Context: an optimization exercise on an open-source flow, tuned for small area and a short achievable clock period. The choices shown serve that exercise and are no tape-out recipe. The RTL was checked by simulation tests, not by an equivalence proof against the original design. No activity file was given, so power comes from the tool's default toggle rates.

File: standard.sh
#!/bin/bash
# synth_recipe.tcl (not shown) runs the flow's synth.tcl, then flattens the netlist and writes it again
# the make line also repeats each setting of config.mk as NAME=value (left out here)
make -C /OpenROAD-flow-scripts/flow DESIGN_CONFIG=/design/flow/config.mk WORK_HOME=/design/flow/orfs CLKGATE_MAP_FILE= SYNTH_SCRIPT=/design/flow/synth_recipe.tcl "${@:-finish}"
File: design.v
package multPkg;
  typedef logic signed [16-1:0] operandT;
  typedef logic signed [32-1:0] productT;
  typedef struct packed {
    logic one;
    logic two;
    logic neg;
  } boothT;
  function automatic boothT boothEncode(input logic hi, input logic mid, input logic lo);
    boothT d;
    d.one = mid ^ lo;
    d.two = (hi & ~mid & ~lo) | (~hi & mid & lo);
    d.neg = hi;
    boothEncode = d;
  endfunction
endpackage
module operandPrep (
  input  logic             clk,
  input  logic             rstN,
  input  multPkg::operandT opA,
  input  multPkg::operandT opB,
  input  logic             inValid,
  output logic [15:0]      aR,
  output logic [7:0]       oneR,
  output logic [7:0]       twoR,
  output logic [7:0]       negR,
  output logic             prepValid
);
  logic [16:0] bExt;
  logic [7:0]  one;
  logic [7:0]  two;
  logic [7:0]  neg;
  assign bExt = {opB, 1'b0};
  for (genvar i = 0; i < 8; i++)
  begin : genDigit
    assign {one[i], two[i], neg[i]} = multPkg::boothEncode(bExt[2 * i + 2], bExt[2 * i + 1], bExt[2 * i]);
  end
  always_ff @(posedge clk)
  begin
    prepValid <= rstN & inValid;
  end
  always_ff @(posedge clk)
  begin
    aR <= opA;
    oneR <= one;
    twoR <= two;
    negR <= neg;
  end
endmodule
module daddaTree8 (
  input  logic [15:0]   aR,
  input  logic [7:0]    oneR,
  input  logic [7:0]    twoR,
  input  logic [7:0]    negR,
  output logic [74-1:0] cutBits
);
  logic pp0_0, pp0_1, pp0_2, pp0_3, pp0_4, pp0_5, pp0_6, pp0_7, pp0_8, pp0_9;
  logic pp0_10, pp0_11, pp0_12, pp0_13, pp0_14, pp0_15, pp0_16, pp1_0, pp1_1, pp1_2;
  logic pp1_3, pp1_4, pp1_5, pp1_6, pp1_7, pp1_8, pp1_9, pp1_10, pp1_11, pp1_12;
  logic pp1_13, pp1_14, pp1_15, pp1_16, pp2_0, pp2_1, pp2_2, pp2_3, pp2_4, pp2_5;
  logic pp2_6, pp2_7, pp2_8, pp2_9, pp2_10, pp2_11, pp2_12, pp2_13, pp2_14, pp2_15;
  logic pp2_16, pp3_0, pp3_1, pp3_2, pp3_3, pp3_4, pp3_5, pp3_6, pp3_7, pp3_8;
  logic pp3_9, pp3_10, pp3_11, pp3_12, pp3_13, pp3_14, pp3_15, pp3_16, pp4_0, pp4_1;
  logic pp4_2, pp4_3, pp4_4, pp4_5, pp4_6, pp4_7, pp4_8, pp4_9, pp4_10, pp4_11;
  logic pp4_12, pp4_13, pp4_14, pp4_15, pp4_16, pp5_0, pp5_1, pp5_2, pp5_3, pp5_4;
  logic pp5_5, pp5_6, pp5_7, pp5_8, pp5_9, pp5_10, pp5_11, pp5_12, pp5_13, pp5_14;
  logic pp5_15, pp5_16, pp6_0, pp6_1, pp6_2, pp6_3, pp6_4, pp6_5, pp6_6, pp6_7;
  logic pp6_8, pp6_9, pp6_10, pp6_11, pp6_12, pp6_13, pp6_14, pp6_15, pp6_16, pp7_0;
  logic pp7_1, pp7_2, pp7_3, pp7_4, pp7_5, pp7_6, pp7_7, pp7_8, pp7_9, pp7_10;
  logic pp7_11, pp7_12, pp7_13, pp7_14, pp7_15, pp7_16, s1, k1, s2, k2;
  logic s3, k3, s4, k4, s5, k5, s6, k6, s7, k7;
  logic s8, k8, s9, k9, s10, k10, s11, k11, s12, k12;
  logic s13, k13, s14, k14, s15, k15, s16, k16, s17, k17;
  logic s18, k18, s19, k19, s20, k20, s21, k21, s22, k22;
  logic s23, k23, s24, k24, s25, k25, s26, k26, s27, k27;
  logic s28, k28, s29, k29, s30, k30, s31, k31, s32, k32;
  logic s33, k33, s34, k34, s35, k35, s36, k36, s37, k37;
  logic s38, k38, s39, k39, s40, k40, s41, k41, s42, k42;
  logic s43, k43, s44, k44, s45, k45, s46, k46, s47, k47;
  logic s48, k48, s49, k49, s50, k50, s51, k51, s52, k52;
  logic s53, k53, s54, k54, s55, k55, s56, k56, s57, k57;
  logic s58, k58, s59, k59, s60, k60, s61, k61, s62, k62;
  logic s63, k63, s64, k64, s65, k65, s66, k66, s67, k67;
  logic s68, k68, s69, k69, s70, k70, s71, k71, s72, k72;
  logic s73, k73, s74, k74, s75, k75, s76, k76, s77, k77;
  logic s78, k78, s79, k79, s80, k80, s81, k81, s82, k82;
  logic s83, k83, s84, k84, s85, k85, s86, k86, s87, k87;
  logic s88, k88, s89, k89, s90, k90, s91, k91, s92, k92;
  logic s93, k93, s107, k107, s108, k108, s109, k109, s110, k110;
  logic s111, k111, s112, k112;
  assign pp0_0 = ((oneR[0] & aR[0]) | (twoR[0] & 1'b0)) ^ negR[0];
  assign pp0_1 = ((oneR[0] & aR[1]) | (twoR[0] & aR[0])) ^ negR[0];
  assign pp0_2 = ((oneR[0] & aR[2]) | (twoR[0] & aR[1])) ^ negR[0];
  assign pp0_3 = ((oneR[0] & aR[3]) | (twoR[0] & aR[2])) ^ negR[0];
  assign pp0_4 = ((oneR[0] & aR[4]) | (twoR[0] & aR[3])) ^ negR[0];
  assign pp0_5 = ((oneR[0] & aR[5]) | (twoR[0] & aR[4])) ^ negR[0];
  assign pp0_6 = ((oneR[0] & aR[6]) | (twoR[0] & aR[5])) ^ negR[0];
  assign pp0_7 = ((oneR[0] & aR[7]) | (twoR[0] & aR[6])) ^ negR[0];
  assign pp0_8 = ((oneR[0] & aR[8]) | (twoR[0] & aR[7])) ^ negR[0];
  assign pp0_9 = ((oneR[0] & aR[9]) | (twoR[0] & aR[8])) ^ negR[0];
  assign pp0_10 = ((oneR[0] & aR[10]) | (twoR[0] & aR[9])) ^ negR[0];
  assign pp0_11 = ((oneR[0] & aR[11]) | (twoR[0] & aR[10])) ^ negR[0];
  assign pp0_12 = ((oneR[0] & aR[12]) | (twoR[0] & aR[11])) ^ negR[0];
  assign pp0_13 = ((oneR[0] & aR[13]) | (twoR[0] & aR[12])) ^ negR[0];
  assign pp0_14 = ((oneR[0] & aR[14]) | (twoR[0] & aR[13])) ^ negR[0];
  assign pp0_15 = ((oneR[0] & aR[15]) | (twoR[0] & aR[14])) ^ negR[0];
  assign pp0_16 = ~(((oneR[0] | twoR[0]) & aR[15]) ^ negR[0]);
  assign pp1_0 = ((oneR[1] & aR[0]) | (twoR[1] & 1'b0)) ^ negR[1];
  assign pp1_1 = ((oneR[1] & aR[1]) | (twoR[1] & aR[0])) ^ negR[1];
  assign pp1_2 = ((oneR[1] & aR[2]) | (twoR[1] & aR[1])) ^ negR[1];
  assign pp1_3 = ((oneR[1] & aR[3]) | (twoR[1] & aR[2])) ^ negR[1];
  assign pp1_4 = ((oneR[1] & aR[4]) | (twoR[1] & aR[3])) ^ negR[1];
  assign pp1_5 = ((oneR[1] & aR[5]) | (twoR[1] & aR[4])) ^ negR[1];
  assign pp1_6 = ((oneR[1] & aR[6]) | (twoR[1] & aR[5])) ^ negR[1];
  assign pp1_7 = ((oneR[1] & aR[7]) | (twoR[1] & aR[6])) ^ negR[1];
  assign pp1_8 = ((oneR[1] & aR[8]) | (twoR[1] & aR[7])) ^ negR[1];
  assign pp1_9 = ((oneR[1] & aR[9]) | (twoR[1] & aR[8])) ^ negR[1];
  assign pp1_10 = ((oneR[1] & aR[10]) | (twoR[1] & aR[9])) ^ negR[1];
  assign pp1_11 = ((oneR[1] & aR[11]) | (twoR[1] & aR[10])) ^ negR[1];
  assign pp1_12 = ((oneR[1] & aR[12]) | (twoR[1] & aR[11])) ^ negR[1];
  assign pp1_13 = ((oneR[1] & aR[13]) | (twoR[1] & aR[12])) ^ negR[1];
  assign pp1_14 = ((oneR[1] & aR[14]) | (twoR[1] & aR[13])) ^ negR[1];
  assign pp1_15 = ((oneR[1] & aR[15]) | (twoR[1] & aR[14])) ^ negR[1];
  assign pp1_16 = ~(((oneR[1] | twoR[1]) & aR[15]) ^ negR[1]);
  assign pp2_0 = ((oneR[2] & aR[0]) | (twoR[2] & 1'b0)) ^ negR[2];
  assign pp2_1 = ((oneR[2] & aR[1]) | (twoR[2] & aR[0])) ^ negR[2];
  assign pp2_2 = ((oneR[2] & aR[2]) | (twoR[2] & aR[1])) ^ negR[2];
  assign pp2_3 = ((oneR[2] & aR[3]) | (twoR[2] & aR[2])) ^ negR[2];
  assign pp2_4 = ((oneR[2] & aR[4]) | (twoR[2] & aR[3])) ^ negR[2];
  assign pp2_5 = ((oneR[2] & aR[5]) | (twoR[2] & aR[4])) ^ negR[2];
  assign pp2_6 = ((oneR[2] & aR[6]) | (twoR[2] & aR[5])) ^ negR[2];
  assign pp2_7 = ((oneR[2] & aR[7]) | (twoR[2] & aR[6])) ^ negR[2];
  assign pp2_8 = ((oneR[2] & aR[8]) | (twoR[2] & aR[7])) ^ negR[2];
  assign pp2_9 = ((oneR[2] & aR[9]) | (twoR[2] & aR[8])) ^ negR[2];
  assign pp2_10 = ((oneR[2] & aR[10]) | (twoR[2] & aR[9])) ^ negR[2];
  assign pp2_11 = ((oneR[2] & aR[11]) | (twoR[2] & aR[10])) ^ negR[2];
  assign pp2_12 = ((oneR[2] & aR[12]) | (twoR[2] & aR[11])) ^ negR[2];
  assign pp2_13 = ((oneR[2] & aR[13]) | (twoR[2] & aR[12])) ^ negR[2];
  assign pp2_14 = ((oneR[2] & aR[14]) | (twoR[2] & aR[13])) ^ negR[2];
  assign pp2_15 = ((oneR[2] & aR[15]) | (twoR[2] & aR[14])) ^ negR[2];
  assign pp2_16 = ~(((oneR[2] | twoR[2]) & aR[15]) ^ negR[2]);
  assign pp3_0 = ((oneR[3] & aR[0]) | (twoR[3] & 1'b0)) ^ negR[3];
  assign pp3_1 = ((oneR[3] & aR[1]) | (twoR[3] & aR[0])) ^ negR[3];
  assign pp3_2 = ((oneR[3] & aR[2]) | (twoR[3] & aR[1])) ^ negR[3];
  assign pp3_3 = ((oneR[3] & aR[3]) | (twoR[3] & aR[2])) ^ negR[3];
  assign pp3_4 = ((oneR[3] & aR[4]) | (twoR[3] & aR[3])) ^ negR[3];
  assign pp3_5 = ((oneR[3] & aR[5]) | (twoR[3] & aR[4])) ^ negR[3];
  assign pp3_6 = ((oneR[3] & aR[6]) | (twoR[3] & aR[5])) ^ negR[3];
  assign pp3_7 = ((oneR[3] & aR[7]) | (twoR[3] & aR[6])) ^ negR[3];
  assign pp3_8 = ((oneR[3] & aR[8]) | (twoR[3] & aR[7])) ^ negR[3];
  assign pp3_9 = ((oneR[3] & aR[9]) | (twoR[3] & aR[8])) ^ negR[3];
  assign pp3_10 = ((oneR[3] & aR[10]) | (twoR[3] & aR[9])) ^ negR[3];
  assign pp3_11 = ((oneR[3] & aR[11]) | (twoR[3] & aR[10])) ^ negR[3];
  assign pp3_12 = ((oneR[3] & aR[12]) | (twoR[3] & aR[11])) ^ negR[3];
  assign pp3_13 = ((oneR[3] & aR[13]) | (twoR[3] & aR[12])) ^ negR[3];
  assign pp3_14 = ((oneR[3] & aR[14]) | (twoR[3] & aR[13])) ^ negR[3];
  assign pp3_15 = ((oneR[3] & aR[15]) | (twoR[3] & aR[14])) ^ negR[3];
  assign pp3_16 = ~(((oneR[3] | twoR[3]) & aR[15]) ^ negR[3]);
  assign pp4_0 = ((oneR[4] & aR[0]) | (twoR[4] & 1'b0)) ^ negR[4];
  assign pp4_1 = ((oneR[4] & aR[1]) | (twoR[4] & aR[0])) ^ negR[4];
  assign pp4_2 = ((oneR[4] & aR[2]) | (twoR[4] & aR[1])) ^ negR[4];
  assign pp4_3 = ((oneR[4] & aR[3]) | (twoR[4] & aR[2])) ^ negR[4];
  assign pp4_4 = ((oneR[4] & aR[4]) | (twoR[4] & aR[3])) ^ negR[4];
  assign pp4_5 = ((oneR[4] & aR[5]) | (twoR[4] & aR[4])) ^ negR[4];
  assign pp4_6 = ((oneR[4] & aR[6]) | (twoR[4] & aR[5])) ^ negR[4];
  assign pp4_7 = ((oneR[4] & aR[7]) | (twoR[4] & aR[6])) ^ negR[4];
  assign pp4_8 = ((oneR[4] & aR[8]) | (twoR[4] & aR[7])) ^ negR[4];
  assign pp4_9 = ((oneR[4] & aR[9]) | (twoR[4] & aR[8])) ^ negR[4];
  assign pp4_10 = ((oneR[4] & aR[10]) | (twoR[4] & aR[9])) ^ negR[4];
  assign pp4_11 = ((oneR[4] & aR[11]) | (twoR[4] & aR[10])) ^ negR[4];
  assign pp4_12 = ((oneR[4] & aR[12]) | (twoR[4] & aR[11])) ^ negR[4];
  assign pp4_13 = ((oneR[4] & aR[13]) | (twoR[4] & aR[12])) ^ negR[4];
  assign pp4_14 = ((oneR[4] & aR[14]) | (twoR[4] & aR[13])) ^ negR[4];
  assign pp4_15 = ((oneR[4] & aR[15]) | (twoR[4] & aR[14])) ^ negR[4];
  assign pp4_16 = ~(((oneR[4] | twoR[4]) & aR[15]) ^ negR[4]);
  assign pp5_0 = ((oneR[5] & aR[0]) | (twoR[5] & 1'b0)) ^ negR[5];
  assign pp5_1 = ((oneR[5] & aR[1]) | (twoR[5] & aR[0])) ^ negR[5];
  assign pp5_2 = ((oneR[5] & aR[2]) | (twoR[5] & aR[1])) ^ negR[5];
  assign pp5_3 = ((oneR[5] & aR[3]) | (twoR[5] & aR[2])) ^ negR[5];
  assign pp5_4 = ((oneR[5] & aR[4]) | (twoR[5] & aR[3])) ^ negR[5];
  assign pp5_5 = ((oneR[5] & aR[5]) | (twoR[5] & aR[4])) ^ negR[5];
  assign pp5_6 = ((oneR[5] & aR[6]) | (twoR[5] & aR[5])) ^ negR[5];
  assign pp5_7 = ((oneR[5] & aR[7]) | (twoR[5] & aR[6])) ^ negR[5];
  assign pp5_8 = ((oneR[5] & aR[8]) | (twoR[5] & aR[7])) ^ negR[5];
  assign pp5_9 = ((oneR[5] & aR[9]) | (twoR[5] & aR[8])) ^ negR[5];
  assign pp5_10 = ((oneR[5] & aR[10]) | (twoR[5] & aR[9])) ^ negR[5];
  assign pp5_11 = ((oneR[5] & aR[11]) | (twoR[5] & aR[10])) ^ negR[5];
  assign pp5_12 = ((oneR[5] & aR[12]) | (twoR[5] & aR[11])) ^ negR[5];
  assign pp5_13 = ((oneR[5] & aR[13]) | (twoR[5] & aR[12])) ^ negR[5];
  assign pp5_14 = ((oneR[5] & aR[14]) | (twoR[5] & aR[13])) ^ negR[5];
  assign pp5_15 = ((oneR[5] & aR[15]) | (twoR[5] & aR[14])) ^ negR[5];
  assign pp5_16 = ~(((oneR[5] | twoR[5]) & aR[15]) ^ negR[5]);
  assign pp6_0 = ((oneR[6] & aR[0]) | (twoR[6] & 1'b0)) ^ negR[6];
  assign pp6_1 = ((oneR[6] & aR[1]) | (twoR[6] & aR[0])) ^ negR[6];
  assign pp6_2 = ((oneR[6] & aR[2]) | (twoR[6] & aR[1])) ^ negR[6];
  assign pp6_3 = ((oneR[6] & aR[3]) | (twoR[6] & aR[2])) ^ negR[6];
  assign pp6_4 = ((oneR[6] & aR[4]) | (twoR[6] & aR[3])) ^ negR[6];
  assign pp6_5 = ((oneR[6] & aR[5]) | (twoR[6] & aR[4])) ^ negR[6];
  assign pp6_6 = ((oneR[6] & aR[6]) | (twoR[6] & aR[5])) ^ negR[6];
  assign pp6_7 = ((oneR[6] & aR[7]) | (twoR[6] & aR[6])) ^ negR[6];
  assign pp6_8 = ((oneR[6] & aR[8]) | (twoR[6] & aR[7])) ^ negR[6];
  assign pp6_9 = ((oneR[6] & aR[9]) | (twoR[6] & aR[8])) ^ negR[6];
  assign pp6_10 = ((oneR[6] & aR[10]) | (twoR[6] & aR[9])) ^ negR[6];
  assign pp6_11 = ((oneR[6] & aR[11]) | (twoR[6] & aR[10])) ^ negR[6];
  assign pp6_12 = ((oneR[6] & aR[12]) | (twoR[6] & aR[11])) ^ negR[6];
  assign pp6_13 = ((oneR[6] & aR[13]) | (twoR[6] & aR[12])) ^ negR[6];
  assign pp6_14 = ((oneR[6] & aR[14]) | (twoR[6] & aR[13])) ^ negR[6];
  assign pp6_15 = ((oneR[6] & aR[15]) | (twoR[6] & aR[14])) ^ negR[6];
  assign pp6_16 = ~(((oneR[6] | twoR[6]) & aR[15]) ^ negR[6]);
  assign pp7_0 = ((oneR[7] & aR[0]) | (twoR[7] & 1'b0)) ^ negR[7];
  assign pp7_1 = ((oneR[7] & aR[1]) | (twoR[7] & aR[0])) ^ negR[7];
  assign pp7_2 = ((oneR[7] & aR[2]) | (twoR[7] & aR[1])) ^ negR[7];
  assign pp7_3 = ((oneR[7] & aR[3]) | (twoR[7] & aR[2])) ^ negR[7];
  assign pp7_4 = ((oneR[7] & aR[4]) | (twoR[7] & aR[3])) ^ negR[7];
  assign pp7_5 = ((oneR[7] & aR[5]) | (twoR[7] & aR[4])) ^ negR[7];
  assign pp7_6 = ((oneR[7] & aR[6]) | (twoR[7] & aR[5])) ^ negR[7];
  assign pp7_7 = ((oneR[7] & aR[7]) | (twoR[7] & aR[6])) ^ negR[7];
  assign pp7_8 = ((oneR[7] & aR[8]) | (twoR[7] & aR[7])) ^ negR[7];
  assign pp7_9 = ((oneR[7] & aR[9]) | (twoR[7] & aR[8])) ^ negR[7];
  assign pp7_10 = ((oneR[7] & aR[10]) | (twoR[7] & aR[9])) ^ negR[7];
  assign pp7_11 = ((oneR[7] & aR[11]) | (twoR[7] & aR[10])) ^ negR[7];
  assign pp7_12 = ((oneR[7] & aR[12]) | (twoR[7] & aR[11])) ^ negR[7];
  assign pp7_13 = ((oneR[7] & aR[13]) | (twoR[7] & aR[12])) ^ negR[7];
  assign pp7_14 = ((oneR[7] & aR[14]) | (twoR[7] & aR[13])) ^ negR[7];
  assign pp7_15 = ((oneR[7] & aR[15]) | (twoR[7] & aR[14])) ^ negR[7];
  assign pp7_16 = ~(((oneR[7] | twoR[7]) & aR[15]) ^ negR[7]);
  assign {k1, s1} = {negR[5] & pp0_10, negR[5] ^ pp0_10};
  assign {k2, s2} = {pp0_11 & pp1_9, pp0_11 ^ pp1_9};
  assign {k3, s3} = {(negR[6] & pp0_12) | (negR[6] & pp1_10) | (pp0_12 & pp1_10), negR[6] ^ pp0_12 ^ pp1_10};
  assign {k4, s4} = {pp2_8 & pp3_6, pp2_8 ^ pp3_6};
  assign {k5, s5} = {(pp0_13 & pp1_11) | (pp0_13 & pp2_9) | (pp1_11 & pp2_9), pp0_13 ^ pp1_11 ^ pp2_9};
  assign {k6, s6} = {pp3_7 & pp4_5, pp3_7 ^ pp4_5};
  assign {k7, s7} = {(negR[7] & pp0_14) | (negR[7] & pp1_12) | (pp0_14 & pp1_12), negR[7] ^ pp0_14 ^ pp1_12};
  assign {k8, s8} = {(pp2_10 & pp3_8) | (pp2_10 & pp4_6) | (pp3_8 & pp4_6), pp2_10 ^ pp3_8 ^ pp4_6};
  assign {k9, s9} = {pp5_4 & pp6_2, pp5_4 ^ pp6_2};
  assign {k10, s10} = {(pp0_15 & pp1_13) | (pp0_15 & pp2_11) | (pp1_13 & pp2_11), pp0_15 ^ pp1_13 ^ pp2_11};
  assign {k11, s11} = {(pp3_9 & pp4_7) | (pp3_9 & pp5_5) | (pp4_7 & pp5_5), pp3_9 ^ pp4_7 ^ pp5_5};
  assign {k12, s12} = {pp6_3 & pp7_1, pp6_3 ^ pp7_1};
  assign {k13, s13} = {(1'b1 & pp0_16) | (1'b1 & pp1_14) | (pp0_16 & pp1_14), 1'b1 ^ pp0_16 ^ pp1_14};
  assign {k14, s14} = {(pp2_12 & pp3_10) | (pp2_12 & pp4_8) | (pp3_10 & pp4_8), pp2_12 ^ pp3_10 ^ pp4_8};
  assign {k15, s15} = {(pp5_6 & pp6_4) | (pp5_6 & pp7_2) | (pp6_4 & pp7_2), pp5_6 ^ pp6_4 ^ pp7_2};
  assign {k16, s16} = {(1'b1 & pp1_15) | (1'b1 & pp2_13) | (pp1_15 & pp2_13), 1'b1 ^ pp1_15 ^ pp2_13};
  assign {k17, s17} = {(pp3_11 & pp4_9) | (pp3_11 & pp5_7) | (pp4_9 & pp5_7), pp3_11 ^ pp4_9 ^ pp5_7};
  assign {k18, s18} = {pp6_5 & pp7_3, pp6_5 ^ pp7_3};
  assign {k19, s19} = {(pp1_16 & pp2_14) | (pp1_16 & pp3_12) | (pp2_14 & pp3_12), pp1_16 ^ pp2_14 ^ pp3_12};
  assign {k20, s20} = {(pp4_10 & pp5_8) | (pp4_10 & pp6_6) | (pp5_8 & pp6_6), pp4_10 ^ pp5_8 ^ pp6_6};
  assign {k21, s21} = {(1'b1 & pp2_15) | (1'b1 & pp3_13) | (pp2_15 & pp3_13), 1'b1 ^ pp2_15 ^ pp3_13};
  assign {k22, s22} = {pp4_11 & pp5_9, pp4_11 ^ pp5_9};
  assign {k23, s23} = {(pp2_16 & pp3_14) | (pp2_16 & pp4_12) | (pp3_14 & pp4_12), pp2_16 ^ pp3_14 ^ pp4_12};
  assign {k24, s24} = {1'b1 & pp3_15, 1'b1 ^ pp3_15};
  assign {k25, s25} = {negR[3] & pp0_6, negR[3] ^ pp0_6};
  assign {k26, s26} = {pp0_7 & pp1_5, pp0_7 ^ pp1_5};
  assign {k27, s27} = {(negR[4] & pp0_8) | (negR[4] & pp1_6) | (pp0_8 & pp1_6), negR[4] ^ pp0_8 ^ pp1_6};
  assign {k28, s28} = {pp2_4 & pp3_2, pp2_4 ^ pp3_2};
  assign {k29, s29} = {(pp0_9 & pp1_7) | (pp0_9 & pp2_5) | (pp1_7 & pp2_5), pp0_9 ^ pp1_7 ^ pp2_5};
  assign {k30, s30} = {pp3_3 & pp4_1, pp3_3 ^ pp4_1};
  assign {k31, s31} = {(pp1_8 & pp2_6) | (pp1_8 & pp3_4) | (pp2_6 & pp3_4), pp1_8 ^ pp2_6 ^ pp3_4};
  assign {k32, s32} = {(pp4_2 & pp5_0) | (pp4_2 & s1) | (pp5_0 & s1), pp4_2 ^ pp5_0 ^ s1};
  assign {k33, s33} = {(pp2_7 & pp3_5) | (pp2_7 & pp4_3) | (pp3_5 & pp4_3), pp2_7 ^ pp3_5 ^ pp4_3};
  assign {k34, s34} = {(pp5_1 & k1) | (pp5_1 & s2) | (k1 & s2), pp5_1 ^ k1 ^ s2};
  assign {k35, s35} = {(pp4_4 & pp5_2) | (pp4_4 & pp6_0) | (pp5_2 & pp6_0), pp4_4 ^ pp5_2 ^ pp6_0};
  assign {k36, s36} = {(k2 & s4) | (k2 & s3) | (s4 & s3), k2 ^ s4 ^ s3};
  assign {k37, s37} = {(pp5_3 & pp6_1) | (pp5_3 & k4) | (pp6_1 & k4), pp5_3 ^ pp6_1 ^ k4};
  assign {k38, s38} = {(s6 & k3) | (s6 & s5) | (k3 & s5), s6 ^ k3 ^ s5};
  assign {k39, s39} = {(pp7_0 & k6) | (pp7_0 & s9) | (k6 & s9), pp7_0 ^ k6 ^ s9};
  assign {k40, s40} = {(k5 & s7) | (k5 & s8) | (s7 & s8), k5 ^ s7 ^ s8};
  assign {k41, s41} = {(k9 & s12) | (k9 & k7) | (s12 & k7), k9 ^ s12 ^ k7};
  assign {k42, s42} = {(k8 & s10) | (k8 & s11) | (s10 & s11), k8 ^ s10 ^ s11};
  assign {k43, s43} = {(k12 & k10) | (k12 & k11) | (k10 & k11), k12 ^ k10 ^ k11};
  assign {k44, s44} = {(s13 & s14) | (s13 & s15) | (s14 & s15), s13 ^ s14 ^ s15};
  assign {k45, s45} = {(s18 & k13) | (s18 & k14) | (k13 & k14), s18 ^ k13 ^ k14};
  assign {k46, s46} = {(k15 & s16) | (k15 & s17) | (s16 & s17), k15 ^ s16 ^ s17};
  assign {k47, s47} = {(pp7_4 & k18) | (pp7_4 & k16) | (k18 & k16), pp7_4 ^ k18 ^ k16};
  assign {k48, s48} = {(k17 & s19) | (k17 & s20) | (s19 & s20), k17 ^ s19 ^ s20};
  assign {k49, s49} = {(pp6_7 & pp7_5) | (pp6_7 & s22) | (pp7_5 & s22), pp6_7 ^ pp7_5 ^ s22};
  assign {k50, s50} = {(k19 & k20) | (k19 & s21) | (k20 & s21), k19 ^ k20 ^ s21};
  assign {k51, s51} = {(pp5_10 & pp6_8) | (pp5_10 & pp7_6) | (pp6_8 & pp7_6), pp5_10 ^ pp6_8 ^ pp7_6};
  assign {k52, s52} = {(k22 & k21) | (k22 & s23) | (k21 & s23), k22 ^ k21 ^ s23};
  assign {k53, s53} = {(pp4_13 & pp5_11) | (pp4_13 & pp6_9) | (pp5_11 & pp6_9), pp4_13 ^ pp5_11 ^ pp6_9};
  assign {k54, s54} = {(pp7_7 & s24) | (pp7_7 & k23) | (s24 & k23), pp7_7 ^ s24 ^ k23};
  assign {k55, s55} = {(pp3_16 & pp4_14) | (pp3_16 & pp5_12) | (pp4_14 & pp5_12), pp3_16 ^ pp4_14 ^ pp5_12};
  assign {k56, s56} = {(pp6_10 & pp7_8) | (pp6_10 & k24) | (pp7_8 & k24), pp6_10 ^ pp7_8 ^ k24};
  assign {k57, s57} = {(1'b1 & pp4_15) | (1'b1 & pp5_13) | (pp4_15 & pp5_13), 1'b1 ^ pp4_15 ^ pp5_13};
  assign {k58, s58} = {pp6_11 & pp7_9, pp6_11 ^ pp7_9};
  assign {k59, s59} = {(pp4_16 & pp5_14) | (pp4_16 & pp6_12) | (pp5_14 & pp6_12), pp4_16 ^ pp5_14 ^ pp6_12};
  assign {k60, s60} = {1'b1 & pp5_15, 1'b1 ^ pp5_15};
  assign {k61, s61} = {negR[2] & pp0_4, negR[2] ^ pp0_4};
  assign {k62, s62} = {pp0_5 & pp1_3, pp0_5 ^ pp1_3};
  assign {k63, s63} = {(pp1_4 & pp2_2) | (pp1_4 & pp3_0) | (pp2_2 & pp3_0), pp1_4 ^ pp2_2 ^ pp3_0};
  assign {k64, s64} = {(pp2_3 & pp3_1) | (pp2_3 & k25) | (pp3_1 & k25), pp2_3 ^ pp3_1 ^ k25};
  assign {k65, s65} = {(pp4_0 & k26) | (pp4_0 & s28) | (k26 & s28), pp4_0 ^ k26 ^ s28};
  assign {k66, s66} = {(k28 & s30) | (k28 & k27) | (s30 & k27), k28 ^ s30 ^ k27};
  assign {k67, s67} = {(k30 & k29) | (k30 & s31) | (k29 & s31), k30 ^ k29 ^ s31};
  assign {k68, s68} = {(k31 & s33) | (k31 & k32) | (s33 & k32), k31 ^ s33 ^ k32};
  assign {k69, s69} = {(k33 & s35) | (k33 & k34) | (s35 & k34), k33 ^ s35 ^ k34};
  assign {k70, s70} = {(k35 & s37) | (k35 & k36) | (s37 & k36), k35 ^ s37 ^ k36};
  assign {k71, s71} = {(k37 & s39) | (k37 & k38) | (s39 & k38), k37 ^ s39 ^ k38};
  assign {k72, s72} = {(k39 & k40) | (k39 & s41) | (k40 & s41), k39 ^ k40 ^ s41};
  assign {k73, s73} = {(k41 & k42) | (k41 & s43) | (k42 & s43), k41 ^ k42 ^ s43};
  assign {k74, s74} = {(k43 & k44) | (k43 & s45) | (k44 & s45), k43 ^ k44 ^ s45};
  assign {k75, s75} = {(k45 & k46) | (k45 & s47) | (k46 & s47), k45 ^ k46 ^ s47};
  assign {k76, s76} = {(s49 & k47) | (s49 & k48) | (k47 & k48), s49 ^ k47 ^ k48};
  assign {k77, s77} = {(s51 & k49) | (s51 & k50) | (k49 & k50), s51 ^ k49 ^ k50};
  assign {k78, s78} = {(k51 & s53) | (k51 & k52) | (s53 & k52), k51 ^ s53 ^ k52};
  assign {k79, s79} = {(k53 & s55) | (k53 & s56) | (s55 & s56), k53 ^ s55 ^ s56};
  assign {k80, s80} = {(s58 & k55) | (s58 & s57) | (k55 & s57), s58 ^ k55 ^ s57};
  assign {k81, s81} = {(pp7_10 & k58) | (pp7_10 & k57) | (k58 & k57), pp7_10 ^ k58 ^ k57};
  assign {k82, s82} = {(pp6_13 & pp7_11) | (pp6_13 & s60) | (pp7_11 & s60), pp6_13 ^ pp7_11 ^ s60};
  assign {k83, s83} = {(pp5_16 & pp6_14) | (pp5_16 & pp7_12) | (pp6_14 & pp7_12), pp5_16 ^ pp6_14 ^ pp7_12};
  assign {k84, s84} = {1'b1 & pp6_15, 1'b1 ^ pp6_15};
  assign {k85, s85} = {negR[1] & pp0_2, negR[1] ^ pp0_2};
  assign {k86, s86} = {pp0_3 & pp1_1, pp0_3 ^ pp1_1};
  assign {k87, s87} = {(pp1_2 & pp2_0) | (pp1_2 & s61) | (pp2_0 & s61), pp1_2 ^ pp2_0 ^ s61};
  assign {k88, s88} = {(pp2_1 & k61) | (pp2_1 & s62) | (k61 & s62), pp2_1 ^ k61 ^ s62};
  assign {k89, s89} = {(k62 & s25) | (k62 & s63) | (s25 & s63), k62 ^ s25 ^ s63};
  assign {k90, s90} = {(s26 & k63) | (s26 & s64) | (k63 & s64), s26 ^ k63 ^ s64};
  assign {k91, s91} = {(s27 & k64) | (s27 & s65) | (k64 & s65), s27 ^ k64 ^ s65};
  assign {k92, s92} = {(s29 & k65) | (s29 & s66) | (k65 & s66), s29 ^ k65 ^ s66};
  assign {k93, s93} = {(s32 & k66) | (s32 & s67) | (k66 & s67), s32 ^ k66 ^ s67};
  assign {k107, s107} = {(s59 & k80) | (s59 & s81) | (k80 & s81), s59 ^ k80 ^ s81};
  assign {k108, s108} = {(k59 & s82) | (k59 & k81) | (s82 & k81), k59 ^ s82 ^ k81};
  assign {k109, s109} = {(k60 & s83) | (k60 & k82) | (s83 & k82), k60 ^ s83 ^ k82};
  assign {k110, s110} = {(pp7_13 & s84) | (pp7_13 & k83) | (s84 & k83), pp7_13 ^ s84 ^ k83};
  assign {k111, s111} = {(pp6_16 & pp7_14) | (pp6_16 & k84) | (pp7_14 & k84), pp6_16 ^ pp7_14 ^ k84};
  assign {k112, s112} = {1'b1 & pp7_15, 1'b1 ^ pp7_15};
  assign cutBits[0] = s34;
  assign cutBits[1] = k67;
  assign cutBits[2] = s68;
  assign cutBits[3] = s36;
  assign cutBits[4] = k68;
  assign cutBits[5] = s69;
  assign cutBits[6] = s38;
  assign cutBits[7] = k69;
  assign cutBits[8] = s70;
  assign cutBits[9] = s40;
  assign cutBits[10] = k70;
  assign cutBits[11] = s71;
  assign cutBits[12] = s42;
  assign cutBits[13] = k71;
  assign cutBits[14] = s72;
  assign cutBits[15] = s44;
  assign cutBits[16] = k72;
  assign cutBits[17] = s73;
  assign cutBits[18] = s46;
  assign cutBits[19] = k73;
  assign cutBits[20] = s74;
  assign cutBits[21] = s48;
  assign cutBits[22] = k74;
  assign cutBits[23] = s75;
  assign cutBits[24] = s50;
  assign cutBits[25] = k75;
  assign cutBits[26] = s76;
  assign cutBits[27] = s52;
  assign cutBits[28] = k76;
  assign cutBits[29] = s77;
  assign cutBits[30] = s54;
  assign cutBits[31] = k77;
  assign cutBits[32] = s78;
  assign cutBits[33] = k54;
  assign cutBits[34] = s79;
  assign cutBits[35] = k78;
  assign cutBits[36] = k56;
  assign cutBits[37] = s80;
  assign cutBits[38] = k79;
  assign cutBits[39] = negR[0];
  assign cutBits[40] = pp0_0;
  assign cutBits[41] = pp0_1;
  assign cutBits[42] = s85;
  assign cutBits[43] = pp1_0;
  assign cutBits[44] = k85;
  assign cutBits[45] = s86;
  assign cutBits[46] = k86;
  assign cutBits[47] = s87;
  assign cutBits[48] = k87;
  assign cutBits[49] = s88;
  assign cutBits[50] = k88;
  assign cutBits[51] = s89;
  assign cutBits[52] = k89;
  assign cutBits[53] = s90;
  assign cutBits[54] = k90;
  assign cutBits[55] = s91;
  assign cutBits[56] = k91;
  assign cutBits[57] = s92;
  assign cutBits[58] = k92;
  assign cutBits[59] = s93;
  assign cutBits[60] = k93;
  assign cutBits[61] = s107;
  assign cutBits[62] = k107;
  assign cutBits[63] = s108;
  assign cutBits[64] = k108;
  assign cutBits[65] = s109;
  assign cutBits[66] = k109;
  assign cutBits[67] = s110;
  assign cutBits[68] = k110;
  assign cutBits[69] = s111;
  assign cutBits[70] = k111;
  assign cutBits[71] = s112;
  assign cutBits[72] = k112;
  assign cutBits[73] = pp7_16;
endmodule
module productMerge (
  input  logic                      clk,
  input  logic                      rstN,
  input  logic [74-1:0]    cutBits,
  input  logic                      prepValid,
  output multPkg::productT          product,
  output logic                      outValid
);
  logic                      treeValid;
  logic [74-1:0]    cutR;
  logic [32-1:0] rowA;
  logic [32-1:0] rowB;
  logic s34, k67, s68, s36, k68, s69, s38, k69, s70, s40;
  logic k70, s71, s42, k71, s72, s44, k72, s73, s46, k73;
  logic s74, s48, k74, s75, s50, k75, s76, s52, k76, s77;
  logic s54, k77, s78, k54, s79, k78, k56, s80, k79, negR_0;
  logic pp0_0, pp0_1, s85, pp1_0, k85, s86, k86, s87, k87, s88;
  logic k88, s89, k89, s90, k90, s91, k91, s92, k92, s93;
  logic k93, s107, k107, s108, k108, s109, k109, s110, k110, s111;
  logic k111, s112, k112, pp7_16, s94, k94, s95, k95, s96, k96;
  logic s97, k97, s98, k98, s99, k99, s100, k100, s101, k101;
  logic s102, k102, s103, k103, s104, k104, s105, k105, s106, k106;
  always_ff @(posedge clk)
  begin
    treeValid <= rstN & prepValid;
    outValid  <= rstN & treeValid;
  end
  always_ff @(posedge clk)
  begin
    cutR    <= cutBits;
    product <= rowA + rowB;
  end
  assign s34 = cutR[0];
  assign k67 = cutR[1];
  assign s68 = cutR[2];
  assign s36 = cutR[3];
  assign k68 = cutR[4];
  assign s69 = cutR[5];
  assign s38 = cutR[6];
  assign k69 = cutR[7];
  assign s70 = cutR[8];
  assign s40 = cutR[9];
  assign k70 = cutR[10];
  assign s71 = cutR[11];
  assign s42 = cutR[12];
  assign k71 = cutR[13];
  assign s72 = cutR[14];
  assign s44 = cutR[15];
  assign k72 = cutR[16];
  assign s73 = cutR[17];
  assign s46 = cutR[18];
  assign k73 = cutR[19];
  assign s74 = cutR[20];
  assign s48 = cutR[21];
  assign k74 = cutR[22];
  assign s75 = cutR[23];
  assign s50 = cutR[24];
  assign k75 = cutR[25];
  assign s76 = cutR[26];
  assign s52 = cutR[27];
  assign k76 = cutR[28];
  assign s77 = cutR[29];
  assign s54 = cutR[30];
  assign k77 = cutR[31];
  assign s78 = cutR[32];
  assign k54 = cutR[33];
  assign s79 = cutR[34];
  assign k78 = cutR[35];
  assign k56 = cutR[36];
  assign s80 = cutR[37];
  assign k79 = cutR[38];
  assign negR_0 = cutR[39];
  assign pp0_0 = cutR[40];
  assign pp0_1 = cutR[41];
  assign s85 = cutR[42];
  assign pp1_0 = cutR[43];
  assign k85 = cutR[44];
  assign s86 = cutR[45];
  assign k86 = cutR[46];
  assign s87 = cutR[47];
  assign k87 = cutR[48];
  assign s88 = cutR[49];
  assign k88 = cutR[50];
  assign s89 = cutR[51];
  assign k89 = cutR[52];
  assign s90 = cutR[53];
  assign k90 = cutR[54];
  assign s91 = cutR[55];
  assign k91 = cutR[56];
  assign s92 = cutR[57];
  assign k92 = cutR[58];
  assign s93 = cutR[59];
  assign k93 = cutR[60];
  assign s107 = cutR[61];
  assign k107 = cutR[62];
  assign s108 = cutR[63];
  assign k108 = cutR[64];
  assign s109 = cutR[65];
  assign k109 = cutR[66];
  assign s110 = cutR[67];
  assign k110 = cutR[68];
  assign s111 = cutR[69];
  assign k111 = cutR[70];
  assign s112 = cutR[71];
  assign k112 = cutR[72];
  assign pp7_16 = cutR[73];
  assign {k94, s94} = {(s34 & k67) | (s34 & s68) | (k67 & s68), s34 ^ k67 ^ s68};
  assign {k95, s95} = {(s36 & k68) | (s36 & s69) | (k68 & s69), s36 ^ k68 ^ s69};
  assign {k96, s96} = {(s38 & k69) | (s38 & s70) | (k69 & s70), s38 ^ k69 ^ s70};
  assign {k97, s97} = {(s40 & k70) | (s40 & s71) | (k70 & s71), s40 ^ k70 ^ s71};
  assign {k98, s98} = {(s42 & k71) | (s42 & s72) | (k71 & s72), s42 ^ k71 ^ s72};
  assign {k99, s99} = {(s44 & k72) | (s44 & s73) | (k72 & s73), s44 ^ k72 ^ s73};
  assign {k100, s100} = {(s46 & k73) | (s46 & s74) | (k73 & s74), s46 ^ k73 ^ s74};
  assign {k101, s101} = {(s48 & k74) | (s48 & s75) | (k74 & s75), s48 ^ k74 ^ s75};
  assign {k102, s102} = {(s50 & k75) | (s50 & s76) | (k75 & s76), s50 ^ k75 ^ s76};
  assign {k103, s103} = {(s52 & k76) | (s52 & s77) | (k76 & s77), s52 ^ k76 ^ s77};
  assign {k104, s104} = {(s54 & k77) | (s54 & s78) | (k77 & s78), s54 ^ k77 ^ s78};
  assign {k105, s105} = {(k54 & s79) | (k54 & k78) | (s79 & k78), k54 ^ s79 ^ k78};
  assign {k106, s106} = {(k56 & s80) | (k56 & k79) | (s80 & k79), k56 ^ s80 ^ k79};
  assign rowA[0] = negR_0;
  assign rowB[0] = pp0_0;
  assign rowA[1] = pp0_1;
  assign rowB[1] = 1'b0;
  assign rowA[2] = s85;
  assign rowB[2] = pp1_0;
  assign rowA[3] = k85;
  assign rowB[3] = s86;
  assign rowA[4] = k86;
  assign rowB[4] = s87;
  assign rowA[5] = k87;
  assign rowB[5] = s88;
  assign rowA[6] = k88;
  assign rowB[6] = s89;
  assign rowA[7] = k89;
  assign rowB[7] = s90;
  assign rowA[8] = k90;
  assign rowB[8] = s91;
  assign rowA[9] = k91;
  assign rowB[9] = s92;
  assign rowA[10] = k92;
  assign rowB[10] = s93;
  assign rowA[11] = k93;
  assign rowB[11] = s94;
  assign rowA[12] = k94;
  assign rowB[12] = s95;
  assign rowA[13] = k95;
  assign rowB[13] = s96;
  assign rowA[14] = k96;
  assign rowB[14] = s97;
  assign rowA[15] = k97;
  assign rowB[15] = s98;
  assign rowA[16] = k98;
  assign rowB[16] = s99;
  assign rowA[17] = k99;
  assign rowB[17] = s100;
  assign rowA[18] = k100;
  assign rowB[18] = s101;
  assign rowA[19] = k101;
  assign rowB[19] = s102;
  assign rowA[20] = k102;
  assign rowB[20] = s103;
  assign rowA[21] = k103;
  assign rowB[21] = s104;
  assign rowA[22] = k104;
  assign rowB[22] = s105;
  assign rowA[23] = k105;
  assign rowB[23] = s106;
  assign rowA[24] = k106;
  assign rowB[24] = s107;
  assign rowA[25] = k107;
  assign rowB[25] = s108;
  assign rowA[26] = k108;
  assign rowB[26] = s109;
  assign rowA[27] = k109;
  assign rowB[27] = s110;
  assign rowA[28] = k110;
  assign rowB[28] = s111;
  assign rowA[29] = k111;
  assign rowB[29] = s112;
  assign rowA[30] = k112;
  assign rowB[30] = pp7_16;
  assign rowA[31] = 1'b1;
  assign rowB[31] = 1'b0;
endmodule
module signedMultiplier16 (
  input  logic             clk,
  input  logic             rstN,
  input  multPkg::operandT opA,
  input  multPkg::operandT opB,
  input  logic             inValid,
  output multPkg::productT product,
  output logic             outValid
);
  logic [15:0]               aR;
  logic [7:0]                oneR;
  logic [7:0]                twoR;
  logic [7:0]                negR;
  logic                      prepValid;
  logic [74-1:0]     cutBits;
  operandPrep operandPrep_inst (
    .clk       (clk),
    .rstN      (rstN),
    .opA       (opA),
    .opB       (opB),
    .inValid   (inValid),
    .aR        (aR),
    .oneR      (oneR),
    .twoR      (twoR),
    .negR      (negR),
    .prepValid (prepValid)
  );
  daddaTree8 daddaTree8_inst (
    .aR   (aR),
    .oneR (oneR),
    .twoR (twoR),
    .negR (negR),
    .cutBits (cutBits)
  );
  productMerge productMerge_inst (
    .clk       (clk),
    .rstN      (rstN),
    .cutBits   (cutBits),
    .prepValid (prepValid),
    .product   (product),
    .outValid  (outValid)
  );
endmodule
File: flow/run.sh
#!/bin/bash
set -euo pipefail
bash standard.sh SETUP_SLACK_MARGIN=6.3 finish > flow_make.log 2>&1
File: config.mk
export PLATFORM = sky130hd
export DESIGN_NAME = signedMultiplier16
export DESIGN_NICKNAME = signedMultiplier16
export VERILOG_FILES = /design/flow/design.v
export SDC_FILE = /design/flow/constraint.sdc
export NUM_CORES = 4
export LEC_CHECK = 0
export CAP_MARGIN = 20
export CORE_MARGIN = 2
export CORE_UTILIZATION = 65
export CTS_BUF_LIST = sky130_fd_sc_hd__clkbuf_16
export CTS_CLUSTER_DIAMETER = 150
export CTS_CLUSTER_SIZE = 40
export PLACE_DENSITY = 0.75
export SLEW_MARGIN = 20
File: constraint.sdc
create_clock -name core_clock -period 8.8 [get_ports {clk}]
set_input_delay 1.7600 -clock core_clock [delete_from_list [all_inputs] [get_ports {clk}]]
set_output_delay 1.7600 -clock core_clock [all_outputs]
set_load 0.01 [all_outputs]
==> impl_metrics.yaml, run 1 <==
pwr:
  p_leak_nw: 4.55
  p_total_mw: 5.11
  power.switching_mw: 2.19
  seq_power_share_pct: 22.3
  switching_share_pct: 42.8
  vdd_ir_drop_max_v: 0.000243
  p_int_mw: 2.92
  power_density_mw_per_mm2: 457
  p_clk_share_pct: 14.1
  pwr-share-comb_pct: 63.6
setup_path:
  rrSetupSlack_ps: 6250
  critPathKind: "reg -> out"
  r2r_cells: 9
  cp_max_fo: 1
  rr_startpoint: "productMerge_inst.cutR[3]"
  cp_num_buf_inv: 1
  critPathLaunch: "productMerge_inst.product[31]"
  cp.depth: 1
  required_ps: 7040
  r2r_end: "productMerge_inst.product[30]"
  crit_end: "product[31]"
  crit_path_max_incr_delay_ps: 320
  crit_chain: "buf_6"
  crit_family: "flip-flops"
  worstSetupEndpointType: "output pin"
  critical_path.startpoint_type: "flip-flop"
  arrival_ps: 860
  cpMaxStageDelayCell: "dfxtp_2"
placed_design:
  numPortBuffers: 67
  dp_slack_ps: 5860
  hpwl_um: 15900
  post_dp_cell_area_mm2: 0.0102
  gp_congestion: 0.903
  dp.cells: 1118
die:
  rows: 44
  die-area_mm2: 0.0158
  core_area_mm2: 0.0145
  fp.dieH_um: 126
  start_util_pct: 66.5
  pin_count: 68
  fp.dieW_um: 126
worst_hold_path:
  hp-start: "productMerge_inst.treeValid"
  hold_class: "reg -> reg"
clock_tree:
  cts_inserted_buffers: 17
  cts-root-buf: "clkbuf_16"
  cts_tree: "built"
  clkTransAtPathRegs_ps: 70
  clockBufferDepth: 2
  clk_latency_ps: 430
  numClockSinks: 149
  htreeDepth: 4
  cts_hold_buf: 0
sta:
  worst_slack_ps: 6180
  rsz0062_at_grt: "yes"
  timing.hold.ws_ps: 444
  worst_pin_slew_ps: 468
  period_needed_ps: 2620
  slew_headroom_pct: 68.6
  post-route-period-util_pct: 29.8
  slew_violations: 0
  setup_viol: 0
  fmax_ghz: 0.381
  hold_viol_final: 0
  fin_skew_ps: 8.70
  setup_tns_ps: 0
layout:
  area_delta_synth_final_pct: 16.0
  fin_util_pct: 77.1
  nFillCells: 964
  layout-drive-gt1-share_pct: 17.6
  diodes: 0
  multi_input_area_mm2: 0.00625
  fin_area_mm2: 0.0112
  layout.cells.non_filler: 1160
  final_cell_mix: "xnor2_1, a22oi_1, dfxtp_1, fa_1, inv_1"
  regArea_mm2: 0.00314
  final_common_cell: "xnor2_1"
  nets: 1138
global_routing:
  grt_max_degree: 19
  grt_usage_pct: 29.6
  overflow: 0
  use_met1_pct: 41.5
  met3_usage_pct: 7.14
  grt_pass1_wl_um: 37000
  first_global_vias: 7100
  grt_use_met2_pct: 45.5
  antenna_found_initial: 0
  grt_busiest_layer: "met2"
synthesis:
  synth_area_mm2: 0.00963
  ys_seq_area_share_pct: 31.0
  syn_inst: 947
  synth-edff-count: 0
  ys_warn_count: 2
  synthFlopType: "dfxtp_1"
  syn_nets: 1121
  async_reset_ff_share_pct: 0
  synth_cell_types: 50
  synth.ff_latch_count: 149
  postSynthAreaPerCell_um2: 10.2
detailed_routing:
  firstDrtPassIters: 6
  postRouteAntennaNets: 0
  via_per_inst: 6.14
  wire_per_inst_um: 19.9
  drc: 0
  route.final.wire_length_um: 23100
  first_iter_violations: 908
  vias: 7125
outcome:
  status: "timing/DRC/antenna clean"
job:
  drv_cap: 0
-- worst min-delay path by stage --
stage,cells after the start,endpoint,slack [ps]
after floorplan,0,productMerge_inst.cutR[39],330
after global placement,1,productMerge_inst.product[0],420
after detailed placement,1,productMerge_inst.outValid,430
after CTS,1,productMerge_inst.outValid,450
after global routing,1,productMerge_inst.product[0],470
final,1,productMerge_inst.outValid,440
-- area by class of cell --
class | instances | area share, %
timing repair buffer | 79 | 5.93
tap | 184 | 2.06
inverter | 80 | 2.69
multi-input combinational | 637 | 56.0
clock buffer | 17 | 3.81
sequential | 149 | 28.1
clock inverter | 14 | 1.45
-- synthesized netlist by cell type, types with 4 or more instances --
cell type | instances | share of area [%]
dfxtp_1 | 149 | 31
xnor2_1 | 127 | 12
a22oi_1 | 120 | 9.4
fa_1 | 87 | 18
inv_1 | 79 | 3.1
clkbuf_1 | 77 | 3.0
ha_1 | 52 | 6.8
xor2_1 | 40 | 3.6
o21ai_0 | 33 | 1.7
a21oi_1 | 31 | 1.6
nand2_1 | 27 | 1.1
nor2_1 | 20 | 0.78
a21o_1 | 16 | 1.2
nand2b_1 | 10 | 0.65
a31oi_1 | 7 | 0.45
nand3b_1 | 7 | 0.55
and2_1 | 5 | 0.32
o211ai_1 | 5 | 0.39
o21a_1 | 5 | 0.39
a211oi_1 | 4 | 0.31
nand4_1 | 4 | 0.26
-- power groups by stage --
stage / Sequential (mW) / Combinational [mW] / Clock [mW]
6_report: 1.14 / 3.25 / 0.721
5_1_grt: 1.17 / 3.58 / 0.762
4_1_cts: 1.13 / 2.99 / 0.732
3_5_place_dp: 1.14 / 2.73 / 0
3_3_place_gp: 1.13 / 2.66 / 0
2_1_floorplan: 1.09 / 2.04 / 0
-- kinds of logic (layout without fill, tap and decap cells) --
logic type / count (synthesis) / after routing / synth area share (%)
muxes: 2 / 2 / 0.208
xor gates and xnor gates: 167 / 167 / 15.2
adders and majority gates: 139 / 139 / 24.8
DFF: 149 / 149 / 31.0
AOI/OAI and AO/OA: 241 / 241 / 17.8
and+or+nand+nor: 88 / 88 / 4.69
buffers and inverters: 161 / 190 / 6.30
-- state kept, by name, indices dropped and copies added (netlist names) --
name / flops
productMerge_inst.cutR: 74
productMerge_inst.product: 32
operandPrep_inst.aR: 16
operandPrep_inst.negR: 8
operandPrep_inst.oneR: 8
operandPrep_inst.twoR: 8
operandPrep_inst.prepValid: 1
productMerge_inst.outValid: 1
productMerge_inst.treeValid: 1
-- per-layer routing --
| metal | share of wire (%) | vias up |
|---|---|---|
| li1 | - | 3245 |
| met2 | 45 | 469 |
| met4 | 2.5 | 0 |
| met3 | 9.6 | 57 |
| met5 | 0 | - |
| met1 | 43 | 3354 |
-- timing repair --
action | 4_1_cts | 5_1_grt
resized for setup | 229 | 51
gates cloned | 0 | 0
endpoints found under the setup margin | 77 | 56
buffers inserted | 6 | 5
pin swaps | 22 | 11
endpoints found under the hold margin | 0 | 0
==> run 2, diff against run 1 <==
--- a/config.mk
+++ b/config.mk
@@ -9,7 +9,4 @@
 export CORE_MARGIN = 2
 export CORE_UTILIZATION = 65
-export CTS_BUF_LIST = sky130_fd_sc_hd__clkbuf_16
-export CTS_CLUSTER_DIAMETER = 150
-export CTS_CLUSTER_SIZE = 40
 export PLACE_DENSITY = 0.75
 export SLEW_MARGIN = 20
==> run 2 against run 1 <==
Effect of this change: still clean; cell area did not move; synthesized cell count did not move; combinational power barely moved; count of clock-buffer cells in the layout did not move; area after synthesis did not move; sequential power barely moved; non-clock buffer count did not move; die area did not move; cell count did not move.
==> impl_metrics.yaml, run 2 <==
detailed_routing:
  postRouteAntennaNets: 0
  firstDrtPassIters: 6
  vias: 7125
  drc: 0
  route.final.wire_length_um: 23100
  wire_per_inst_um: 19.9
  via_per_inst: 6.14
  first_iter_violations: 908
setup_path:
  critPathKind: "reg -> out"
  cp.depth: 1
  worstSetupEndpointType: "output pin"
  critical_path.startpoint_type: "flip-flop"
  arrival_ps: 860
  cp_max_fo: 1
  required_ps: 7040
  cpMaxStageDelayCell: "dfxtp_2"
  r2r_cells: 9
  cp_num_buf_inv: 1
  crit_chain: "buf_6"
  crit_path_max_incr_delay_ps: 320
  crit_family: "flip-flops"
placed_design:
  dp.cells: 1118
  numPortBuffers: 67
  gp_congestion: 0.903
  dp_slack_ps: 5860
  hpwl_um: 15900
synthesis:
  ys_warn_count: 2
  synth_xor_area_share_pct: 15.2
  synthFlopType: "dfxtp_1"
  synth_most_common_cell: "dfxtp_1"
  synthMuxAreaShare_pct: 0.208
  synth_area_mm2: 0.00963
  syn_inst: 947
  syn_nets: 1121
  synth_top_area_share_pct: 31.0
  yosys.area_share.simple_pct: 4.69
  ys_seq_area_share_pct: 31.0
  synth_fa_ha_area_share_pct: 24.8
  synth-edff-count: 0
  synth.ff_latch_count: 149
  postSynthAreaPerCell_um2: 10.2
  synth_largest_area_cell: "dfxtp_1"
  synth_compound_area_share_pct: 17.8
  synthTopCellsByCount: "dfxtp_1, xnor2_1, a22oi_1"
  ys_top_cells_by_area: "dfxtp_1, fa_1, xnor2_1, a22oi_1, ha_1"
  async_reset_ff_share_pct: 0
  synth_top_family_by_area: "adder cells"
  synth_cell_types: 50
sta:
  post-route-period-util_pct: 29.8
  period_needed_ps: 2620
  slew_headroom_pct: 68.6
  rsz0062_at_grt: "yes"
  hold_viol_final: 0
  fin_skew_ps: 8.70
  setup_viol: 0
  setup_tns_ps: 0
  fmax_ghz: 0.381
  worst_pin_slew_ps: 468
  timing.hold.ws_ps: 444
  slew_violations: 0
  worst_slack_ps: 6180
clock_tree:
  htreeDepth: 4
  cts_inserted_buffers: 17
  cts-root-buf: "clkbuf_16"
  cts_hold_buf: 0
  clkTransAtPathRegs_ps: 70
  clk_latency_ps: 430
  numClockSinks: 149
  cts_tree: "built"
  clockBufferDepth: 2
pwr:
  p_leak_nw: 4.55
  p_int_mw: 2.92
  seq_power_share_pct: 22.3
  power.switching_mw: 2.19
  pwr-share-comb_pct: 63.6
  p_clk_share_pct: 14.1
  switching_share_pct: 42.8
  power_density_mw_per_mm2: 457
  vdd_ir_drop_max_v: 0.000243
layout:
  layout-drive-gt1-share_pct: 17.6
  layout.cells.non_filler: 1160
  nets: 1138
  largest_register_ffs: 74
  final_cell_mix: "xnor2_1, a22oi_1, dfxtp_1, fa_1, inv_1"
  final_common_cell: "xnor2_1"
  nFillCells: 964
  top_register: "productMerge_inst.cutR"
  area_delta_synth_final_pct: 16.0
  fin_util_pct: 77.1
  reg_top3: "productMerge_inst.cutR: 74 flops, productMerge_inst.product: 32 flops, operandPrep_inst.aR: 16 flops"
  diodes: 0
global_routing:
  first_global_vias: 7100
  grt_pass1_wl_um: 37000
  overflow: 0
  antenna_found_initial: 0
  grt_max_degree: 19
  grt_usage_pct: 29.6
job:
  drv_cap: 0
die:
  core_area_mm2: 0.0145
  start_util_pct: 66.5
  rows: 44
  die-area_mm2: 0.0158
  fp.dieH_um: 126
  fp.dieW_um: 126
  pin_count: 68
worst_hold_path:
  holdPathStages: 1
  hold_class: "reg -> reg"
outcome:
  status: "timing/DRC/antenna clean"
-- run 2: cell counts after synthesis --
Identical to the previous run, type by type.
-- run 2: area by class of cell --
type	count	area (µm²)	share of cell area, %
Multi-Input combinational cell	637	6250	56.0
Sequential cell	149	3140	28.1
Timing Repair Buffer	79	662	5.93
Clock buffer	17	425	3.81
Inverter	80	300	2.69
Tap cell	184	230	2.06
Clock inverter	14	161	1.45
-- run 2: power by group through the flow --
stage,logic (mW),clock network (mW),registers [mW]
after floorplan,2.04,0,1.09
after global placement,2.66,0,1.13
after detailed placement,2.73,0,1.14
after CTS,2.99,0.732,1.13
after global routing,3.58,0.762,1.17
final,3.25,0.721,1.14
-- run 2: layer usage --
| layer | wire [µm] | up-vias | track usage, % |
|---|---|---|---|
| met1 | 9890 | 3354 | 41.5 |
| met3 | 2210 | 57 | 7.14 |
| met2 | 10400 | 469 | 45.5 |
| li1 | - | 3245 | - |
| met5 | 0 | - | 0 |
| met4 | 579 | 0 | 10.1 |
-- run 2: cell families after synthesis --
family / count (synthesis)
compound gates: 241
xor+xnor: 167
fa+ha+maj: 139
buf+inv: 161
flops: 149
mux: 2
simple gates: 88
-- run 2: worst paths after layout --
path	from	end	slack (ps)
min reg2reg	productMerge_inst.treeValid	productMerge_inst.outValid	440
min	productMerge_inst.treeValid	productMerge_inst.outValid	440
max reg2reg	productMerge_inst.cutR[3]	productMerge_inst.product[30]	6250
max	productMerge_inst.product[31]	product[31]	6180
-- run 2: per-stage QoR --
stage          cell area [µm²]  power, mW
6_report                 11200       5.11
5_1_grt                  11200       5.51
2_1_floorplan             9710       3.13
4_1_cts                  11000       4.85
3_3_place_gp             10200       3.80
3_5_place_dp             10200       3.87
-- run 2: repair_timing --
item	CTS	global route
resized for setup	229	51
setup buffers	6	5
gates cloned	0	0
setup endpoints to repair	77	56
pin swaps	22	11
==> run 3, diff against run 2 <==
==> flow/run.sh (replaced) <==
#!/bin/bash
set -euo pipefail
bash standard.sh SETUP_SLACK_MARGIN=6.2 "BUFFER_PORTS_ARGS=-buffer_cell sky130_fd_sc_hd__buf_1" finish > flow_make.log 2>&1
==> run 3 against run 2 <==
Effect of this change: global-route usage is 0.29 points lower; still clean on timing, DRC and antenna; flip-flop and latch count is the same; via count shrank 0.67%; clock skew about the same; sequential power hardly changed; largest power group unchanged; worst hold slack improved by 2.6 ps; clock power shrank 3.1%; fmax shrank 3.4%.
==> impl_metrics.yaml, run 3 <==
sta:
  fmax_ghz: 0.368
  hold_viol_final: 0
  setup_tns_ps: 0
  worst_pin_slew_ps: 629
  timing.hold.ws_ps: 446
  slew_headroom_pct: 58.1
  post-route-period-util_pct: 30.9
  rsz0062_at_grt: "yes"
  slew_violations: 0
  fin_skew_ps: 8.21
  setup_viol: 0
  period_needed_ps: 2720
synthesis:
  async_reset_ff_share_pct: 0
  synth_most_common_cell: "dfxtp_1"
  synthTopCellsByCount: "dfxtp_1, xnor2_1, a22oi_1"
  synth_largest_area_cell: "dfxtp_1"
  syn_nets: 1121
  synthFlopType: "dfxtp_1"
  ys_seq_area_share_pct: 31.0
  postSynthAreaPerCell_um2: 10.2
  synth_top_area_share_pct: 31.0
  synth.ff_latch_count: 149
  ys_top_cells_by_area: "dfxtp_1, fa_1, xnor2_1, a22oi_1, ha_1"
  ys_warn_count: 2
  syn_inst: 947
  synth-edff-count: 0
  synth_area_mm2: 0.00963
  synth_cell_types: 50
die:
  pin_count: 68
  start_util_pct: 66.5
  fp.dieH_um: 126
  rows: 44
  die-area_mm2: 0.0158
  core_area_mm2: 0.0145
  fp.dieW_um: 126
setup_path:
  crit_family: "compound AO/OA/AOI/OAI gates"
  crit_chain: "fa_1 -> ha_4 -> and4_1 -> nand4_1 -> o22ai_2 -> o211ai_1 -> a21oi_2 -> buf_4 -> a21oi_4 -> a311oi_2"
  critical_path.startpoint_type: "flip-flop"
  cpMaxStageDelayCell: "fa_1"
  cp_num_buf_inv: 1
  required_ps: 9130
  arrival_ps: 3050
  cp_max_fo: 5
  crit_path_max_incr_delay_ps: 520
  critPathKind: "reg -> reg"
  worstSetupEndpointType: "flip-flop"
global_routing:
  antenna_found_initial: 0
  grt_max_degree: 19
  grt_usage_pct: 29.3
  first_global_vias: 7150
  met3_usage_pct: 7.39
  overflow: 0
  grt_busiest_layer: "met2"
  grt_use_met2_pct: 43.7
  grt_pass1_wl_um: 36700
  use_met1_pct: 42.4
layout:
  largest_register_ffs: 74
  area_delta_synth_final_pct: 12.5
  final_cell_mix: "xnor2_1, a22oi_1, dfxtp_1, fa_1, inv_1"
  final_common_cell: "xnor2_1"
  reg_top3: "productMerge_inst.cutR: 74 flops, productMerge_inst.product: 32 flops, operandPrep_inst.aR: 16 flops"
  layout-drive-gt1-share_pct: 16.5
  nFillCells: 1036
  fin_area_mm2: 0.0108
  diodes: 0
  top_register: "productMerge_inst.cutR"
  nets: 1137
detailed_routing:
  route.final.wire_length_um: 22600
  via_per_inst: 6.10
  firstDrtPassIters: 6
  first_iter_violations: 744
  vias: 7077
  drc: 0
  postRouteAntennaNets: 0
  wire_per_inst_um: 19.5
placed_design:
  post_dp_cell_area_mm2: 0.00982
  gp_congestion: 0.901
  hpwl_um: 15700
  numPortBuffers: 67
clock_tree:
  cts-root-buf: "clkbuf_16"
  clk_latency_ps: 420
  cts_inserted_buffers: 17
  cts_tree: "built"
  htreeDepth: 4
  clockBufferDepth: 2
  numClockSinks: 149
  clkTransAtPathRegs_ps: 60
job:
  drv_cap: 0
pwr:
  power_density_mw_per_mm2: 465
  p_leak_nw: 4.42
  vdd_ir_drop_max_v: 0.000296
worst_hold_path:
  hold_class: "reg -> reg"
outcome:
  status: "timing/DRC/antenna clean"
==> run 3: kinds of logic after synthesis <==
group                      synth area share [%]
buffers and inverters                      6.30
muxes                                     0.208
DFF                                        31.0
xor gates and xnor gates                   15.2
adders and majority gates                  24.8
AOI/OAI and AO/OA                          17.8
and+or+nand+nor                            4.69
==> run 3: power by group <==
part | internal (mW) | total, mW | leakage (nW) | switching (mW)
sequential | 0.967 | 1.14 | 1.26 | 0.169
clock | 0.401 | 0.699 | 0.268 | 0.298
combinational | 1.51 | 3.21 | 2.89 | 1.70
==> run 3: metrics by stage <==
step	power, mW	util [%]	worst slack [ps]	std cells
floorplan	3.13	-	6210	947
finish	5.04	74.9	6080	1160
detailed placement	3.77	67.8	5890	1119
global placement	3.69	67.8	5920	1119
global route	5.45	74.9	5990	1160
CTS	4.67	73.0	6130	1153
==> run 3: worst paths after layout <==
check                              startpoint                             to  slack (ps)  cells past startpoint
setup / recovery    productMerge_inst.cutR[3]  productMerge_inst.product[26]        6080                     10
hold reg to reg   productMerge_inst.treeValid     productMerge_inst.outValid         450                      1
setup reg to reg    productMerge_inst.cutR[3]  productMerge_inst.product[26]        6080                     10
hold / removal    productMerge_inst.treeValid     productMerge_inst.outValid         450                      1
==> run 3: what timing repair did <==
item                                   4_1_cts  5_1_grt
gates resized for setup                     86       63
cloned                                       0        0
hold buffers                                 0        0
buffers inserted                             2        7
endpoints found under the hold margin        0        0
pin swaps                                    7       23
setup endpoints to repair                   66       59
==> run 3: metal layers <==
layer / up-vias / share of wire [%]
met5: - / 0
met4: 0 / 2.1
met3: 45 / 8.5
met2: 341 / 44
met1: 3461 / 45
li1: 3230 / -
==> run 3: layout make-up <==
| type | count | area [µm²] | area share, % |
|---|---|---|---|
| well taps | 184 | 230 | 2.12 |
| repair buffers | 78 | 417 | 3.84 |
| inverters | 80 | 300 | 2.77 |
| flip-flops and latches | 149 | 3090 | 28.5 |
| clock inverters | 12 | 119 | 1.10 |
| clock buffers | 20 | 447 | 4.12 |
| multi-input cells | 637 | 6230 | 57.5 |

re-timing with driven ports:
How much do the figures lean on ideal ports? The routed layouts below were timed once more, with nothing changed but the port constraints.
Step 1 assumes that a clkbuf_16 drives the clock port and a buf_2 every other input.
Step 2 moves the port delays by t, midway between the first and last clock arrival at a register: inputs arrive t later, outputs are due t later. That takes back most of the time a late clock gives input paths.
Slacks: no drivers / after step 1 / after step 2; pairs: no drivers / after step 1.
| run | shift t [ns] | setup slack, ns | worst setup path after step 2 | clock arrival spread, ns | pins driven straight from the clock port |
|---|---|---|---|---|---|
| run 1 | 0.470 | 6.175 / 6.129 / 6.099 | input to register | 0.009 / 0.008 | 1 |
| run 2 | 0.470 | 6.175 / 6.129 / 6.099 | input to register | 0.009 / 0.008 | 1 |
| run 3 | 0.457 | 6.083 / 6.083 / 6.083 | register to register | 0.008 / 0.008 | 1 |
After both steps every run listed still meets setup and hold.
